This design comes from an exercise in tuning for small area on the open sky130 flow, not from production work. Where RTL was checked, it was by simulation tests only, not by an equivalence proof against the original. No functional check of the RTL was part of runs 2 and 3.

==> flow/design.v, too long to show whole: its modules and the start of the top module <==
// module complex_mult_pipe: 3419 lines
module complex_mult_pipe (
    input  logic        clk,
    input  logic        rst,
    input  logic        in_valid,
    output logic        in_ready,
    input  logic [15:0] a_re,
    input  logic [15:0] a_im,
    input  logic [15:0] b_re,
    input  logic [15:0] b_im,
    input  logic        conj_en,
    output logic        out_valid,
    input  logic        out_ready,
    output logic [15:0] y_re,
    output logic [15:0] y_im,
    output logic        ovf
);
  // ...
==> flow/flow/run.sh <==
#!/bin/bash
# The standard layout (standard.sh) with these changes:
# - after synthesis, flow/polopt.py removes inverters between full adders by choosing each
#   full adder's polarity (a full adder is self-dual); registers and logic are unchanged;
# - ports are buffered with sky130_fd_sc_hd__buf_1 instead of the default delay cell;
# - clock tree synthesis uses smaller clock buffers and no dummy loads;
# - timing-driven placement does not keep its resizer changes (GPL_KEEP_OVERFLOW=0); later
#   repair adds only what the placed design needs.
set -uo pipefail
R=orfs/results/${FLOW_PLATFORM}/complex_mult_pipe/base
bash standard.sh synth > synth.log 2>&1 || exit 1
cp "$R/1_2_yosys.v" "$R/1_2_yosys_std.v"
if python3 flow/polopt.py "$R/1_2_yosys_std.v" "$R/1_2_yosys_pol.v" 400000 > polopt.log 2>&1; then
  cp "$R/1_2_yosys_pol.v" "$R/1_2_yosys.v"
else
  echo "polopt failed; keeping the standard netlist" >> polopt.log
fi
touch "$R/1_2_yosys.v"
# From placement on, repair may use only small buffers (buf_1, buf_2): the nets it buffers here
# are short high-fanout nets, for which buf_4 and up mostly waste area.
echo 'export DONT_USE_CELLS += sky130_fd_sc_hd__buf_4 sky130_fd_sc_hd__buf_6 sky130_fd_sc_hd__buf_8 sky130_fd_sc_hd__buf_12 sky130_fd_sc_hd__buf_16 sky130_fd_sc_hd__bufbuf_8 sky130_fd_sc_hd__bufbuf_16' >> config.mk
bash standard.sh finish \
  "BUFFER_PORTS_ARGS=-buffer_cell sky130_fd_sc_hd__buf_1" GPL_KEEP_OVERFLOW=0 \
  "CTS_ARGS=-sink_clustering_enable -repair_clock_nets -dont_use_dummy_load -buf_list {sky130_fd_sc_hd__clkbuf_4 sky130_fd_sc_hd__clkbuf_8}" \
  > layout.log 2>&1 || exit 1
==> flow/flow/polopt.py <==
#!/usr/bin/env python3
"""Removes inverters between full adders in a Yosys gate netlist (sky130hd).

A full adder is self-dual: FA(~a, ~b, ~c) = (~sum, ~cout). So each fa cell may be 'flipped'
(it then takes the complement of its inputs and gives the complement of its outputs) without
changing the cell. xor2 and xnor2 cells may be swapped for each other, which complements
their output. Each half adder is split into an xor2 and an and2 for the search; the and2 may
become a nand2 (complemented carry), and a pair left as xor2 + and2 is merged back into a
half adder. The script dissolves the netlist's inverters, picks flips that minimise the added
area (inverters, and and2 over nand2), and puts back one inverter for each net whose
complement is still needed. Flip-flops and ports are left as they are.

usage: polopt.py IN.v OUT.v [annealing steps]
"""
import re
import sys
import random

OUTPINS = {'X', 'Y', 'SUM', 'COUT', 'Q', 'Q_N', 'HI', 'LO'}
src = open(sys.argv[1]).read()

cell_re = re.compile(r'^(\s*)(sky130_fd_sc_hd__\w+)\s+(\S+)\s*\((.*?)\);\n', re.S | re.M)
pin_re = re.compile(r'\.(\w+)\(\s*((?:\\\S+\s)|[^()\s]+)\s*\)')

cells = []
first = None
last = None
for m in cell_re.finditer(src):
    if first is None:
        first = m.start()
    last = m.end()
    pins = [(p, n.strip()) for p, n in pin_re.findall(m.group(4))]
    cells.append({'type': m.group(2), 'name': m.group(3), 'pins': pins})
head = src[:first]
tail = src[last:]
# everything between cells must be whitespace
body = src[first:last]
assert cell_re.sub('', body).strip() == '', 'unexpected text between cells'

ports_out = set()
for m in re.finditer(r'^\s*output\s+(?:\[(\d+):(\d+)\]\s+)?(\S+);', head, re.M):
    if m.group(1):
        for i in range(int(m.group(2)), int(m.group(1)) + 1):
            ports_out.add(f'{m.group(3)}[{i}]')
    else:
        ports_out.add(m.group(3))


def is_inv(c):
    return re.fullmatch(r'sky130_fd_sc_hd__(inv|clkinv)_\d+', c['type']) is not None


def is_fa(c):
    return re.fullmatch(r'sky130_fd_sc_hd__fa_\d+', c['type']) is not None


def is_xor(c):
    return re.fullmatch(r'sky130_fd_sc_hd__x(n?)or2_\d+', c['type']) is not None


def is_and(c):
    return c['type'] == 'sky130_fd_sc_hd__and2_1' and c['name'].endswith('_c')


# Split each half adder into an xor2 (sum) and an and2 (carry); the and2 may become a nand2
# (complemented carry), which is smaller, when that suits the carry's loads.
split = []
for c in cells:
    if re.fullmatch(r'sky130_fd_sc_hd__ha_1', c['type']):
        d = dict(c['pins'])
        split.append({'type': 'sky130_fd_sc_hd__xor2_1', 'name': c['name'] + '_s',
                      'pins': [('A', d['A']), ('B', d['B']), ('X', d['SUM'])]})
        split.append({'type': 'sky130_fd_sc_hd__and2_1', 'name': c['name'] + '_c',
                      'pins': [('A', d['A']), ('B', d['B']), ('X', d['COUT'])]})
    else:
        split.append(c)
cells = split

# inverters to dissolve: output not a port, input not clk
inv_of = {}  # output net -> input net
keep = []
for c in cells:
    if is_inv(c):
        d = dict(c['pins'])
        if d['Y'] not in ports_out and d['A'] != 'clk':
            inv_of[d['Y']] = d['A']
            continue
    keep.append(c)
cells = keep


def resolve(n):
    inv = 0
    seen = 0
    while n in inv_of:
        n = inv_of[n]
        inv ^= 1
        seen += 1
        assert seen < 100
    return n, inv


driver = {}
for i, c in enumerate(cells):
    for p, n in c['pins']:
        if p in OUTPINS:
            driver[n] = i
loads = {}  # net -> list of (cell index, pin index, inv)
for i, c in enumerate(cells):
    newpins = []
    for k, (p, n) in enumerate(c['pins']):
        if p in OUTPINS:
            newpins.append((p, n, 0))
        else:
            rn, inv = resolve(n)
            newpins.append((p, rn, inv))
            loads.setdefault(rn, []).append((i, k))
    c['pins'] = newpins
# port loads that referred to dissolved inverter outputs cannot exist (ports kept)

flippable = [i for i, c in enumerate(cells) if is_fa(c) or is_xor(c) or is_and(c)]
is_and_l = [is_and(c) for c in cells]
idx = {c['name']: i for i, c in enumerate(cells)}
partner = {}
for i, c in enumerate(cells):
    if is_and(c):
        j = idx[c['name'][:-2] + '_s']
        partner[i] = j
        partner[j] = i
x = [0] * len(cells)
fa_in = [is_fa(c) for c in cells]


def net_cost(n):
    d = driver.get(n)
    a = x[d] if d is not None else 0
    c = 0.0
    if d is not None and is_and_l[d] and not x[d] and x[partner[d]]:
        c += 2.5
    for (i, k) in loads.get(n, []):
        inv = cells[i]['pins'][k][2]
        req = inv ^ (x[i] if fa_in[i] else 0)
        if a ^ req:
            return c + 3.75
    return c


def nets_of(i):
    c = cells[i]
    ns = set()
    if i in partner:
        for p, n, inv in cells[partner[i]]['pins']:
            if p in OUTPINS:
                ns.add(n)
    for p, n, inv in c['pins']:
        if p in OUTPINS:
            ns.add(n)
        elif fa_in[i]:
            ns.add(n)
    return ns


allnets = set(loads) | set(driver)
before = sum(net_cost(n) for n in allnets)
orig_invs = len(inv_of)
random.seed(1)
order = flippable[:]
import math
NS = {i: nets_of(i) for i in flippable}
cur = before
best = cur
bestx = x[:]
T = 2.0
steps = int(sys.argv[3]) if len(sys.argv) > 3 else 200000
for step in range(steps):
    T = 7.5 * (1 - step / steps) + 0.04
    i = random.choice(flippable)
    ns = NS[i]
    c0 = sum(net_cost(n) for n in ns)
    x[i] ^= 1
    c1 = sum(net_cost(n) for n in ns)
    dlt = c1 - c0
    if dlt <= 0 or random.random() < math.exp(-dlt / T):
        cur += dlt
        if cur < best:
            best = cur
            bestx = x[:]
    else:
        x[i] ^= 1
x = bestx
after = sum(net_cost(n) for n in allnets)
print(f'inverters: {orig_invs} dissolved, {before} needed before flips, {after} after', file=sys.stderr)

# rewrite
out_cells = []
newwires = []
invnet = {}


def inv_net(n):
    if n not in invnet:
        w = f'polinv_{len(invnet)}'
        invnet[n] = w
        newwires.append(w)
        out_cells.append(('sky130_fd_sc_hd__inv_1', f'polinv_cell_{len(invnet)}', [('A', n), ('Y', w)]))
    return invnet[n]


for i, c in enumerate(cells):
    t = c['type']
    pins = []
    for p, n, inv in c['pins']:
        if p in OUTPINS:
            if is_xor(c) and x[i]:
                p = 'Y' if p == 'X' else 'X'
            pins.append((p, n))
        else:
            d = driver.get(n)
            a = x[d] if d is not None else 0
            req = inv ^ (x[i] if fa_in[i] else 0)
            pins.append((p, inv_net(n) if a ^ req else n))
    if is_xor(c) and x[i]:
        t = t.replace('xnor2', 'XOR2T').replace('xor2', 'xnor2').replace('XOR2T', 'xor2')
    if is_and(c) and x[i]:
        t = 'sky130_fd_sc_hd__nand2_1'
        pins = [(('Y' if p == 'X' else p), n) for p, n in pins]
    out_cells.append((t, c['name'], pins))

# pairs left as xor2 + and2 go back into one ha_1
merged = []
byname = {o[1]: o for o in out_cells}
for o in out_cells:
    t, name, pins = o
    if name.endswith('_s') and name[:-2] + '_c' in byname:
        ct, cn, cp = byname[name[:-2] + '_c']
        if t == 'sky130_fd_sc_hd__xor2_1' and ct == 'sky130_fd_sc_hd__and2_1':
            d = dict(pins)
            e = dict(cp)
            merged.append(('sky130_fd_sc_hd__ha_1', name[:-2], [('A', d['A']), ('B', d['B']), ('COUT', e['X']), ('SUM', d['X'])]))
            continue
    if name.endswith('_c') and name[:-2] + '_s' in byname:
        st = byname[name[:-2] + '_s'][0]
        if st == 'sky130_fd_sc_hd__xor2_1' and t == 'sky130_fd_sc_hd__and2_1':
            continue
    merged.append(o)
out_cells[:] = merged

# nets of flipped drivers carry the complement now: rename them so names never lie
ren = {}
for i, c in enumerate(cells):
    if x[i]:
        for p, n, inv in c['pins']:
            if p in OUTPINS:
                assert n not in ports_out
                ren[n] = n + '_pn'


def fix(n):
    n = ren.get(n, n)
    return n + ' ' if n.startswith('\\') else n


lines = []
for t, name, pins in out_cells:
    ps = ',\n'.join(f'    .{p}({fix(n)})' for p, n in pins)
    lines.append(f'  {t} {name} (\n{ps}\n  );\n')
# declare new wires; renamed wires need declarations too
decl = ''.join(f'  wire {fix(w)};\n' for w in newwires) + ''.join(f'  wire {fix(w)};\n' for w in ren.values())
m = re.search(r'\n(\s*)(sky130_fd_sc_hd__)', src)
open(sys.argv[2], 'w').write(head + decl + ''.join(lines) + tail)
==> flow/standard.sh <==
#!/bin/bash
# synth_recipe.tcl (not shown) runs the flow's synth.tcl, then flattens the netlist and writes it again
# the make line also repeats each setting of config.mk as NAME=value (left out here)
make -C /OpenROAD-flow-scripts/flow DESIGN_CONFIG=/design/flow/config.mk WORK_HOME=/design/flow/orfs CLKGATE_MAP_FILE= SYNTH_SCRIPT=/design/flow/synth_recipe.tcl "${@:-finish}"
==> flow/config.mk <==
export PLATFORM = sky130hd
export DESIGN_NAME = complex_mult_pipe
export DESIGN_NICKNAME = complex_mult_pipe
export VERILOG_FILES = /design/flow/design.v
export SDC_FILE = /design/flow/constraint.sdc
export NUM_CORES = 4
export LEC_CHECK = 0
export ABC_AREA = 1
export CAP_MARGIN = 20
export CORE_MARGIN = 2
export CORE_UTILIZATION = 45
export SLEW_MARGIN = 20
export DONT_USE_CELLS += sky130_fd_sc_hd__buf_4 sky130_fd_sc_hd__buf_6 sky130_fd_sc_hd__buf_8 sky130_fd_sc_hd__buf_12 sky130_fd_sc_hd__buf_16 sky130_fd_sc_hd__bufbuf_8 sky130_fd_sc_hd__bufbuf_16
==> flow/constraint.sdc <==
create_clock -name core_clock -period 8.0 [get_ports {clk}]
set_input_delay 1.6000 -clock core_clock [delete_from_list [all_inputs] [get_ports {clk}]]
set_output_delay 1.6000 -clock core_clock [all_outputs]
set_load 0.01 [all_outputs]
==> impl_metrics.py, run 1 <==
metrics = {
    "cells_and_area": {
        "nFlopsAndLatches": 137,
        "ff_latch_area_um2": 4090,
        "final_common_cell": "o22ai_1",
        "fillers": 5673,
        "seq_share_pct": 14.1,
        "drive_gt1_share_pct": 6.11,
    },
    "sta": {
        "hold_viol": 0,
        "fin_crit_sh_pct": 97.2,
        "clock_skew_ns": 0.0405,
    },
    "synthesis": {
        "synthCells": 2936,
    },
    "place": {
        "placed_area_um2": 28500,
    },
    "clock_tree": {
        "htreeDepth": 4,
        "cts_sinks": 137,
        "cts-root-buf": "clkbuf_8",
        "cts_tree": "yes",
    },
    "hold_path": {
        "hp-start": "v2_q",
    },
    "global_routing": {
        "grt_max_degree": 39,
    },
    "setup_path": {
        "worst_path_dominant_cell_family": "adder cells",
        "path_class": "reg -> reg",
    },
    "floorplan": {
        "taps": 782,
        "die_h_um": 252,
    },
    "outcome": {
        "outcome": "no timing/DRC/antenna violations",
    },
    "routing": {
        "route.detailed.drc": 0,
    },
}
==> run 2, diff against run 1 <==
--- a/flow/design.v
+++ b/flow/design.v
@@ -169,16 +169,17 @@
     logic ii_two0;
     logic ii_two1;
     logic ii_two2;
     logic ii_two3;
     logic ii_two4;
     logic ii_two5;
     logic ii_two6;
     logic ii_two7;
+    logic im_ovz;
     logic ir_neg0;
     logic ir_neg1;
     logic ir_neg2;
     logic ir_neg3;
     logic ir_neg4;
     logic ir_neg5;
     logic ir_neg6;
     logic ir_neg7;
@@ -329,16 +330,17 @@
     logic ir_two0;
     logic ir_two1;
     logic ir_two2;
     logic ir_two3;
     logic ir_two4;
     logic ir_two5;
     logic ir_two6;
     logic ir_two7;
+    logic re_ovz;
     logic ri_neg0;
     logic ri_neg1;
     logic ri_neg2;
     logic ri_neg3;
     logic ri_neg4;
     logic ri_neg5;
     logic ri_neg6;
     logic ri_neg7;
@@ -1684,17 +1686,23 @@
     logic tres91;
     logic tres93;
     logic tres95;
     logic tres97;
     logic tres99;
     logic [15:0] ar_q, ai_q, br_q, bi_q;
     logic        cj_q;
     logic [32:0] re_ra, re_rb, re_sum;
+    logic [24:0] re_lo;
+    logic [8:0] re_hi;
+    logic [8:0] re_zd;
     logic [32:0] im_ra, im_rb, im_sum;
+    logic [24:0] im_lo;
+    logic [8:0] im_hi;
+    logic [8:0] im_zd;
     assign rr_one0 = br_q[0];
     assign rr_two0 = br_q[1] & ~br_q[0];
     assign rr_neg0 = br_q[1];
     assign rr_pp0_0 = ((ar_q[0] & rr_one0)) ^ rr_neg0;
     assign rr_pp0_1 = ((ar_q[1] & rr_one0) | (ar_q[0] & rr_two0)) ^ rr_neg0;
     assign rr_pp0_2 = ((ar_q[2] & rr_one0) | (ar_q[1] & rr_two0)) ^ rr_neg0;
     assign rr_pp0_3 = ((ar_q[3] & rr_one0) | (ar_q[2] & rr_two0)) ^ rr_neg0;
     assign rr_pp0_4 = ((ar_q[4] & rr_one0) | (ar_q[3] & rr_two0)) ^ rr_neg0;
@@ -2843,17 +2851,29 @@
     assign tres511 = tres449 ^ trec390 ^ trec448;
     assign trec512 = (tres449 & trec390) | (tres449 & trec448) | (trec390 & trec448);
     assign tres513 = trec394 ^ trec450 ^ tres451;
     assign trec514 = (trec394 & trec450) | (trec394 & tres451) | (trec450 & tres451);
     assign tres515 = ii_pp7_16 ^ tres453 ^ trec452;
     assign trec516 = (ii_pp7_16 & tres453) | (ii_pp7_16 & trec452) | (tres453 & trec452);
     assign re_ra = {1'b1, trec516, trec514, trec512, trec510, trec508, trec506, trec504, trec502, trec500, trec498, trec496, trec494, trec492, trec490, trec488, trec486, trec484, trec482, trec480, trec478, trec476, trec474, trec472, trec470, trec468, trec466, trec464, trec462, trec460, trec458, trec456, tres455};
     assign re_rb = {1'b0, trec454, tres515, tres513, tres511, tres509, tres507, tres505, tres503, tres501, tres499, tres497, tres495, tres493, tres491, tres489, tres487, tres485, tres483, tres481, tres479, tres477, tres475, tres473, tres471, tres469, tres467, tres465, tres463, tres461, tres459, tres457, ii_pp0_0};
-    assign re_sum = re_ra + re_rb;
+    assign re_lo = {1'b0, re_ra[23:0]} + {1'b0, re_rb[23:0]};
+    assign re_hi = {1'b0, re_ra[31:24]} + {1'b0, re_rb[31:24]} + re_lo[24];
+    assign re_zd[0] = ~(re_ra[24] ^ re_rb[24] ^ re_lo[24]);
+    assign re_zd[1] = ~(re_ra[25] ^ re_rb[25] ^ (re_ra[24] | re_rb[24]));
+    assign re_zd[2] = ~(re_ra[26] ^ re_rb[26] ^ (re_ra[25] | re_rb[25]));
+    assign re_zd[3] = ~(re_ra[27] ^ re_rb[27] ^ (re_ra[26] | re_rb[26]));
+    assign re_zd[4] = ~(re_ra[28] ^ re_rb[28] ^ (re_ra[27] | re_rb[27]));
+    assign re_zd[5] = ~(re_ra[29] ^ re_rb[29] ^ (re_ra[28] | re_rb[28]));
+    assign re_zd[6] = ~(re_ra[30] ^ re_rb[30] ^ (re_ra[29] | re_rb[29]));
+    assign re_zd[7] = ~(re_ra[31] ^ re_rb[31] ^ (re_ra[30] | re_rb[30]));
+    assign re_zd[8] = ~(re_ra[32] ^ re_rb[32] ^ (re_ra[31] | re_rb[31]));
+    assign re_sum = {re_ra[32] ^ re_rb[32] ^ re_hi[8], 8'b0, re_lo[23:0]};
+    assign re_ovz = ~(&re_zd);
     assign tims517 = ri_neg5 ^ ir_neg5;
     assign timc518 = ri_neg5 & ir_neg5;
     assign tims519 = ri_neg6 ^ ir_neg6 ^ ri_pp0_12;
     assign timc520 = (ri_neg6 & ir_neg6) | (ri_neg6 & ri_pp0_12) | (ir_neg6 & ri_pp0_12);
     assign tims521 = ri_pp1_10 ^ ri_pp2_8;
     assign timc522 = ri_pp1_10 & ri_pp2_8;
     assign tims523 = ri_pp0_13 ^ ri_pp1_11 ^ ri_pp2_9;
     assign timc524 = (ri_pp0_13 & ri_pp1_11) | (ri_pp0_13 & ri_pp2_9) | (ri_pp1_11 & ri_pp2_9);
@@ -3362,58 +3382,66 @@
     assign tims1027 = tims965 ^ timc906 ^ timc964;
     assign timc1028 = (tims965 & timc906) | (tims965 & timc964) | (timc906 & timc964);
     assign tims1029 = timc910 ^ timc966 ^ tims967;
     assign timc1030 = (timc910 & timc966) | (timc910 & tims967) | (timc966 & tims967);
     assign tims1031 = ir_pp7_16 ^ tims969 ^ timc968;
     assign timc1032 = (ir_pp7_16 & tims969) | (ir_pp7_16 & timc968) | (tims969 & timc968);
     assign im_ra = {1'b1, timc1032, timc1030, timc1028, timc1026, timc1024, timc1022, timc1020, timc1018, timc1016, timc1014, timc1012, timc1010, timc1008, timc1006, timc1004, timc1002, timc1000, timc998, timc996, timc994, timc992, timc990, timc988, timc986, timc984, timc982, timc980, timc978, timc976, timc974, timc972, tims971};
     assign im_rb = {1'b0, timc970, tims1031, tims1029, tims1027, tims1025, tims1023, tims1021, tims1019, tims1017, tims1015, tims1013, tims1011, tims1009, tims1007, tims1005, tims1003, tims1001, tims999, tims997, tims995, tims993, tims991, tims989, tims987, tims985, tims983, tims981, tims979, tims977, tims975, tims973, ir_pp0_0};
-    assign im_sum = im_ra + im_rb;
-    logic       re_ov, im_ov;
-    assign re_ov = |re_sum[32:24];
-    assign im_ov = |im_sum[32:24];
+    assign im_lo = {1'b0, im_ra[23:0]} + {1'b0, im_rb[23:0]};
+    assign im_hi = {1'b0, im_ra[31:24]} + {1'b0, im_rb[31:24]} + im_lo[24];
+    assign im_zd[0] = ~(im_ra[24] ^ im_rb[24] ^ im_lo[24]);
+    assign im_zd[1] = ~(im_ra[25] ^ im_rb[25] ^ (im_ra[24] | im_rb[24]));
+    assign im_zd[2] = ~(im_ra[26] ^ im_rb[26] ^ (im_ra[25] | im_rb[25]));
+    assign im_zd[3] = ~(im_ra[27] ^ im_rb[27] ^ (im_ra[26] | im_rb[26]));
+    assign im_zd[4] = ~(im_ra[28] ^ im_rb[28] ^ (im_ra[27] | im_rb[27]));
+    assign im_zd[5] = ~(im_ra[29] ^ im_rb[29] ^ (im_ra[28] | im_rb[28]));
+    assign im_zd[6] = ~(im_ra[30] ^ im_rb[30] ^ (im_ra[29] | im_rb[29]));
+    assign im_zd[7] = ~(im_ra[31] ^ im_rb[31] ^ (im_ra[30] | im_rb[30]));
+    assign im_zd[8] = ~(im_ra[32] ^ im_rb[32] ^ (im_ra[31] | im_rb[31]));
+    assign im_sum = {im_ra[32] ^ im_rb[32] ^ im_hi[8], 8'b0, im_lo[23:0]};
+    assign im_ovz = ~(&im_zd);
+    logic        re_ov, im_ov;
+    logic [15:0] re_y, im_y;
+    assign re_ov = re_ovz;
+    assign im_ov = im_ovz;
+    assign re_y = re_ov ? {re_sum[32], {15{~re_sum[32]}}} : {~re_sum[23], re_sum[22:8]};
+    assign im_y = im_ov ? {im_sum[32], {15{~im_sum[32]}}} : {~im_sum[23], im_sum[22:8]};
     logic        adv;
-    logic        v1_q, v2_q, v3_q, ovf_q;
-    logic        rov2_q, rsg2_q, iov2_q, isg2_q;
+    logic        v1_q, v2_q, v3_q, o2_q, ovf_q;
     logic [15:0] yr2_q, yi2_q, yr3_q, yi3_q;
-    logic [15:0] yr2_sat, yi2_sat;
     assign adv = ~(v3_q & ~out_ready);
-    assign yr2_sat = rov2_q ? {rsg2_q, {15{~rsg2_q}}} : yr2_q;
-    assign yi2_sat = iov2_q ? {isg2_q, {15{~isg2_q}}} : yi2_q;
     always_ff @(posedge clk or posedge rst) begin
         if (rst) begin
             v1_q  <= 1'b0;
             v2_q  <= 1'b0;
             v3_q  <= 1'b0;
             ovf_q <= 1'b0;
         end else begin
             if (adv) begin
                 v1_q <= in_valid;
                 v2_q <= v1_q;
                 v3_q <= v2_q;
             end
-            if (adv & v2_q & (rov2_q | iov2_q)) ovf_q <= 1'b1;
+            if (adv & v2_q & o2_q) ovf_q <= 1'b1;
         end
     end
     always_ff @(posedge clk) begin
         if (adv) begin
-            ar_q   <= a_re;
-            ai_q   <= a_im;
-            br_q   <= b_re;
-            bi_q   <= b_im;
-            cj_q   <= conj_en;
-            yr2_q  <= {~re_sum[23], re_sum[22:8]};
-            yi2_q  <= {~im_sum[23], im_sum[22:8]};
-            rov2_q <= re_ov;
-            rsg2_q <= re_sum[32];
-            iov2_q <= im_ov;
-            isg2_q <= im_sum[32];
-            yr3_q  <= yr2_sat;
-            yi3_q  <= yi2_sat;
+            ar_q  <= a_re;
+            ai_q  <= a_im;
+            br_q  <= b_re;
+            bi_q  <= b_im;
+            cj_q  <= conj_en;
+            yr2_q <= re_y;
+            yi2_q <= im_y;
+            o2_q  <= re_ov | im_ov;
+            yr3_q <= yr2_q;
+            yi3_q <= yi2_q;
         end
     end
     assign in_ready  = adv;
     assign out_valid = v3_q;
     assign y_re      = yr3_q;
     assign y_im      = yi3_q;
     assign ovf       = ovf_q;
 endmodule
==> run 2 against run 1 <==
Critical path depth is 2 higher. Global-route usage is 1.1 points higher. Fmax shrank 0.33%. Non-clock buffer count grew 211. Still clean. Cell count rose by 4.7%. Via count grew 2.2%. Synthesized cell count is 1.5% lower. Area after synthesis is 0.34% lower. Count of clock-buffer cells in the layout is the same. Routed wire length rose by 7.3%.
==> impl_metrics.py, run 2 <==
metrics = {
    "global_routing": {
        "gr-total-overflow": 0,
        "grt_pass1_wl_um": 152000,
        "grt_max_degree": 44,
        "antenna_found_initial": 4,
        "grt_pass1_vias": 25000,
        "track_usage_pct": 32.3,
    },
    "place": {
        "dp.cells": 3576,
        "gp_congestion": 0.873,
        "pre_cts_ws_ns": -2.78,
        "dpl.hpwl_um": 68400,
        "placed_area_um2": 28300,
        "port_buffers": 103,
    },
    "setup_path": {
        "crit_required_ns": 8.33,
        "critPathSlowestCell": "clkdlybuf4s50_1",
        "timing.rr.end": "yr2_q[15]",
        "start_kind": "flip-flop",
        "crit_fanout": 11,
        "r2r_setup_slack_ns": 0.20,
        "critPathCaptureType": "flip-flop",
        "path_class": "reg -> reg",
        "reg2reg_depth": 26,
        "slowest_delay_ns": 0.86,
        "worst_path_most_repeated_cell": "fa_1",
        "timing.rr.start": "bi_q[1]",
        "cp.arrival_ns": 8.13,
    },
    "cells_and_area": {
        "layout-area-overhead-vs-synth_pct": 11.6,
        "final_nets": 3710,
        "layout.cells.most_common_list": "481 x o22ai_1, 453 x fa_1, 297 x xnor2_1",
        "drive_gt1_share_pct": 13.2,
        "final_core_util_pct": 50.8,
        "final-instance-count-excl-fill": 3853,
        "fin_area_um2": 30700,
        "final_common_cell": "o22ai_1",
    },
    "sta": {
        "worstMarginPinSlew_ns": 1.05,
        "slew_headroom_pct": 29.9,
        "final_max_slew_viol_count": 0,
        "finalSetupViolCount": 0,
        "fin_crit_ns": 7.80,
        "clock_skew_ns": 0.0459,
        "fin_crit_sh_pct": 97.5,
        "hold_ws_ns": 0.405,
        "hold_viol": 0,
        "fin_ws_ns": 0.201,
        "fmax_mhz": 128,
    },
    "synthesis": {
        "syn-cell-area_um2": 27500,
        "synthCells": 2893,
        "ys.warnings.count": 1,
        "synth_area_per_cell_um2": 9.50,
        "syn-num-nets": 3532,
    },
    "clock_tree": {
        "clock_latency_ns": 0.59,
        "numCtsBuffers": 17,
        "cts_hold_buf": 0,
        "cts_buffer_depth": 2,
        "cts-root-buf": "clkbuf_8",
        "htreeDepth": 4,
        "cts_sinks": 134,
        "cts_tree": "yes",
        "clkTransAtPathRegs_ns": 0.12,
    },
    "hold_path": {
        "hp-start": "yr2_q[8]",
        "holdPathEnd": "yr3_q[8]",
        "whs_path_depth": 0,
        "worst_hold_path_type": "reg -> reg",
    },
    "floorplan": {
        "fp.dieW_um": 251,
        "row_count": 90,
        "core_area_um2": 60400,
        "die_area_um2": 63100,
        "die_h_um": 251,
        "initial_utilization_pct": 45.5,
        "pin_count": 104,
    },
    "routing": {
        "wl_met2_um": 44500,
        "wirelength_um": 105000,
        "route.met3.wl_um": 14600,
        "wl_met1_um": 37600,
        "route.detailed.drc": 0,
        "routedWlPerCell_um": 27.1,
        "via_count": 24700,
        "dr.pass1.iters": 14,
        "via_per_inst": 6.42,
        "antenna_left": 0,
        "drt-initial-drc-count": 3582,
        "top_layer_used": "met4",
    },
    "outcome": {
        "outcome": "no timing/DRC/antenna violations",
    },
    "flow_run": {
        "cap_violations": 0,
    },
}
-- run 2: what timing repair did --
item / CTS / global route
pin swaps: 16 / 25
buffers inserted: 131 / 110
cloned: 11 / 8
gates resized for setup: 69 / 169
setup endpoints to repair: 33 / 33
-- run 2: how the worst max path moves through the flow --
stage	depth (start not counted)	from	slack, ns	end
floorplan	31	br_q[11]	0.65	yr2_q[11]
global placement	23	br_q[5]	-5.60	yi2_q[5]
detailed placement	25	cj_q	-2.78	yi2_q[5]
CTS	28	br_q[1]	0.003	o2_q
global route	30	bi_q[7]	-0.05	yi2_q[14]
finish	26	bi_q[1]	0.20	yr2_q[15]
-- run 2: routing by layer --
layer | up-vias | GRT usage [%]
met5 | - | 0
met4 | 0 | 20.2
met3 | 567 | 11.2
met2 | 1945 | 47.4
met1 | 12100 | 40.9
li1 | 10200 | -
-- run 2: worst max-delay path, delay by kind of cell, from the launching register on --
| kind | cells | cell delay [ns] |
|---|---|---|
| adder cells (fa/ha/maj) | 6 | 2.77 |
| buffers and inverters | 6 | 1.59 |
| AO/OA/AOI/OAI | 6 | 1.35 |
| AND/OR/NAND/NOR | 7 | 1.10 |
| flip-flops | 1 | 0.50 |
| XOR/XNOR | 1 | 0.19 |
-- run 2: area by class of cell --
class / instances / area (um^2)
fill: 5587 / 29700
multi-input combinational: 2296 / 22400
sequential: 134 / 4000
timing repair buffer: 399 / 2000
tap: 782 / 978
inverter: 215 / 975
clock buffer: 17 / 234
timing repair inverter: 8 / 50.0
antenna: 2 / 5.00
-- run 2: stage by stage --
step	setup TNS (ns)
finish	0
global route	-0.249
CTS	0
detailed placement	-70.92
global placement	-173.42
floorplan	0
==> run 3, diff against run 2 <==
--- a/flow/flow/run.sh
+++ b/flow/flow/run.sh
@@ -4,7 +4,5 @@
 #   full adder's polarity (a full adder is self-dual); registers and logic are unchanged;
 # - ports are buffered with sky130_fd_sc_hd__buf_1 instead of the default delay cell;
-# - clock tree synthesis uses smaller clock buffers and no dummy loads;
-# - timing-driven placement does not keep its resizer changes (GPL_KEEP_OVERFLOW=0); later
-#   repair adds only what the placed design needs.
+# - clock tree synthesis uses smaller clock buffers and no dummy loads.
 set -uo pipefail
 R=orfs/results/${FLOW_PLATFORM}/complex_mult_pipe/base
@@ -21,5 +19,5 @@
 echo 'export DONT_USE_CELLS += sky130_fd_sc_hd__buf_4 sky130_fd_sc_hd__buf_6 sky130_fd_sc_hd__buf_8 sky130_fd_sc_hd__buf_12 sky130_fd_sc_hd__buf_16 sky130_fd_sc_hd__bufbuf_8 sky130_fd_sc_hd__bufbuf_16' >> config.mk
 bash standard.sh finish \
-  "BUFFER_PORTS_ARGS=-buffer_cell sky130_fd_sc_hd__buf_1" GPL_KEEP_OVERFLOW=0 \
+  "BUFFER_PORTS_ARGS=-buffer_cell sky130_fd_sc_hd__buf_1" \
   "CTS_ARGS=-sink_clustering_enable -repair_clock_nets -dont_use_dummy_load -buf_list {sky130_fd_sc_hd__clkbuf_4 sky130_fd_sc_hd__clkbuf_8}" \
   > layout.log 2>&1 || exit 1
--- a/flow/flow/polopt.py
+++ b/flow/flow/polopt.py
@@ -5,11 +5,8 @@
 (it then takes the complement of its inputs and gives the complement of its outputs) without
 changing the cell. xor2 and xnor2 cells may be swapped for each other, which complements
-their output. Each half adder is split into an xor2 and an and2 for the search; the and2 may
-become a nand2 (complemented carry), and a pair left as xor2 + and2 is merged back into a
-half adder. The script dissolves the netlist's inverters, picks flips that minimise the added
-area (inverters, and and2 over nand2), and puts back one inverter for each net whose
-complement is still needed. Flip-flops and ports are left as they are.
-
-usage: polopt.py IN.v OUT.v [annealing steps]
+their output. This script dissolves the netlist's inverters, picks flips that minimise the
+number of nets whose complement is still needed, and puts back one inverter for each.
+
+usage: polopt.py IN.v OUT.v
 """
 import re
==> run 3 against run 2 <==
Count of clock-buffer cells in the layout stayed put. Cell area is 2.8% lower. Register-to-register slack gained 0.14 ns. Setup slack better by 0.14 ns. Core utilization shrank 1.4 points. Largest cell class unchanged. Highest routed layer unchanged.
==> impl_metrics.py, run 3 <==
metrics = {
    "outcome": {
        "outcome": "no timing/DRC/antenna violations",
    },
    "setup_path": {
        "start_kind": "flip-flop",
        "critPathCaptureType": "flip-flop",
        "slowest_delay_ns": 0.55,
        "worst_path_most_repeated_cell": "fa_1",
        "timing.rr.start": "bi_q[5]",
        "path_class": "reg -> reg",
        "r2r_setup_slack_ns": 0.34,
        "crit_fanout": 9,
        "reg2reg_depth": 26,
        "crit_required_ns": 8.28,
        "critPathSlowestCell": "fa_1",
        "cp.arrival_ns": 7.94,
        "timing.rr.end": "yi2_q[5]",
    },
    "cells_and_area": {
        "fin_area_um2": 29800,
        "drive_gt1_share_pct": 8.00,
        "final_nets": 3729,
        "final_common_cell": "o22ai_1",
        "layout-area-overhead-vs-synth_pct": 8.47,
        "layout.cells.most_common_list": "481 x o22ai_1, 456 x fa_1, 293 x xnor2_1",
    },
    "sta": {
        "fmax_mhz": 131,
        "hold_viol": 0,
        "worstMarginPinSlew_ns": 1.05,
        "fin_crit_ns": 7.66,
        "fin_crit_sh_pct": 95.8,
        "final_max_slew_viol_count": 0,
        "clock_skew_ns": 0.0430,
        "hold_ws_ns": 0.396,
        "slew_headroom_pct": 29.7,
        "fin_ws_ns": 0.338,
        "finalSetupViolCount": 0,
    },
    "place": {
        "port_buffers": 103,
        "pre_cts_ws_ns": 0.0100,
        "dpl.hpwl_um": 83800,
        "gp_congestion": 1.05,
        "placed_area_um2": 29200,
    },
    "clock_tree": {
        "cts_hold_buf": 0,
        "clock_latency_ns": 0.57,
        "htreeDepth": 4,
        "cts_buffer_depth": 2,
        "numCtsBuffers": 17,
        "clkTransAtPathRegs_ns": 0.10,
        "cts_sinks": 134,
        "cts-root-buf": "clkbuf_8",
        "cts_tree": "yes",
    },
    "global_routing": {
        "gr-total-overflow": 0,
        "grt_pass1_wl_um": 152000,
        "antenna_found_initial": 2,
        "track_usage_pct": 32.9,
        "grt_max_degree": 39,
        "grt_pass1_vias": 24000,
    },
    "floorplan": {
        "die_area_um2": 63100,
        "die_h_um": 251,
        "core_area_um2": 60400,
        "fp.dieW_um": 251,
        "initial_utilization_pct": 45.5,
        "row_count": 90,
        "pin_count": 104,
    },
    "routing": {
        "via_per_inst": 6.21,
        "via_count": 24000,
        "routedWlPerCell_um": 26.5,
        "drt-initial-drc-count": 2817,
        "route.detailed.drc": 0,
        "dr.pass1.iters": 6,
        "antenna_left": 0,
        "wirelength_um": 103000,
    },
    "hold_path": {
        "whs_path_depth": 0,
        "worst_hold_path_type": "reg -> reg",
        "hp-start": "yr2_q[8]",
        "holdPathEnd": "yr3_q[8]",
    },
    "synthesis": {
        "synth_area_per_cell_um2": 9.50,
        "syn-cell-area_um2": 27500,
        "synthCells": 2893,
        "ys.warnings.count": 1,
        "syn-num-nets": 3532,
    },
    "flow_run": {
        "cap_violations": 0,
    },
}
[run 3: cell count changes in the layout (fill, tap and decap cells not counted), moves of 10 or more]
cell / previous run / this run
buf_1: 185 / 262
ha_1: 101 / 114
nand2_8: 11 / 0
clkinvlp_4: 13 / 3
inv_2: 30 / 1
inv_1: 155 / 211
buf_2: 164 / 145
clkbuf_8: 34 / 19
nand2_1: 229 / 244
[run 3: worst max-delay path by stage]
| stage | from | end | slack (ns) | depth (start not counted) |
|---|---|---|---|---|
| after floorplan | br_q[11] | yr2_q[11] | 0.65 | 31 |
| after global placement | bi_q[3] | yr2_q[15] | 0.08 | 25 |
| after detailed placement | bi_q[3] | yr2_q[15] | 0.01 | 25 |
| after CTS | bi_q[3] | yr2_q[15] | 0.0002 | 25 |
| after global routing | bi_q[11] | yi2_q[5] | -0.03 | 28 |
| final | bi_q[5] | yi2_q[5] | 0.34 | 26 |
[run 3: final cells by class]
cell class                 count  area, um^2
fill                        5813       30500
tap                          782         978
timing repair buffer         432        1890
inverter                     215         818
sequential                   134        4000
multi-input combinational   2290       21900
clock buffer                  17         234
antenna                        1        2.50
[run 3: per-layer routing]
layer / share of wire, % / GRT usage (%) / vias to the layer above
met4: 5.9 / 17.2 / 0
met5: 0 / 0 / -
met1: 39 / 44.1 / 11900
li1: - / - / 10200
met2: 43 / 48.2 / 1620
met3: 12 / 9.67 / 298
[run 3: worst max-delay path: cells and delay by family (launching register included)]
family / cells / cell delay, ns
AND/OR/NAND/NOR: 7 / 1.17
flip-flops: 1 / 0.45
XOR/XNOR: 1 / 0.33
AO/OA/AOI/OAI: 4 / 0.60
adder cells (fa/ha/maj): 8 / 3.84
buffers and inverters: 6 / 0.95
[run 3: repair_timing]
action | in CTS | in global routing
endpoints found under the setup margin | 1 | 33
pin swaps | 0 | 3
resized for setup | 1 | 65
buffers inserted | 0 | 32
[run 3: stage by stage]
step	std cells	utilization, %	TNS, ns
after floorplan	2893	-	0
after global placement	3821	48.4	0
after detailed placement	3821	48.4	0
after CTS	3838	48.8	0
after global routing	3871	49.4	-0.0460
final	3871	49.4	0

afterwards: timing with drivers on the ports:
The results above use ideal ports. As a check the final layouts listed here were re-extracted and re-timed, cells and wires unchanged. Step 1: set_driving_cell puts a clkbuf_16 on clk and a buf_2 on each other input, an assumption about the parent block. Step 2 adds t to the input delays and takes it off the output delays; t is the mean of the earliest and latest rising clock arrival at the registers after step 1. Input paths then give back, and output paths get back, about the clock's delay inside the block. Three values: ideal, step 1, step 2; two values: the first two.
| run | t (ns) | slack for setup (ns) | worst register clock-pin slew, ns | cell pins on the clock port's net |
|---|---|---|---|---|
| run 1 | 0.626 | 0.227 / 0.227 / 0.227 | 0.10 / 0.10 | 1 |
| run 2 | 0.629 | 0.201 / 0.201 / 0.201 | 0.12 / 0.12 | 1 |
| run 3 | 0.613 | 0.338 / 0.337 / 0.337 | 0.10 / 0.10 | 1 |
After both steps every run listed still meets setup and hold. For run 3, which loses most, drivers alone change the setup slack by -0.001 ns; drivers and shift together by -0.001 ns.
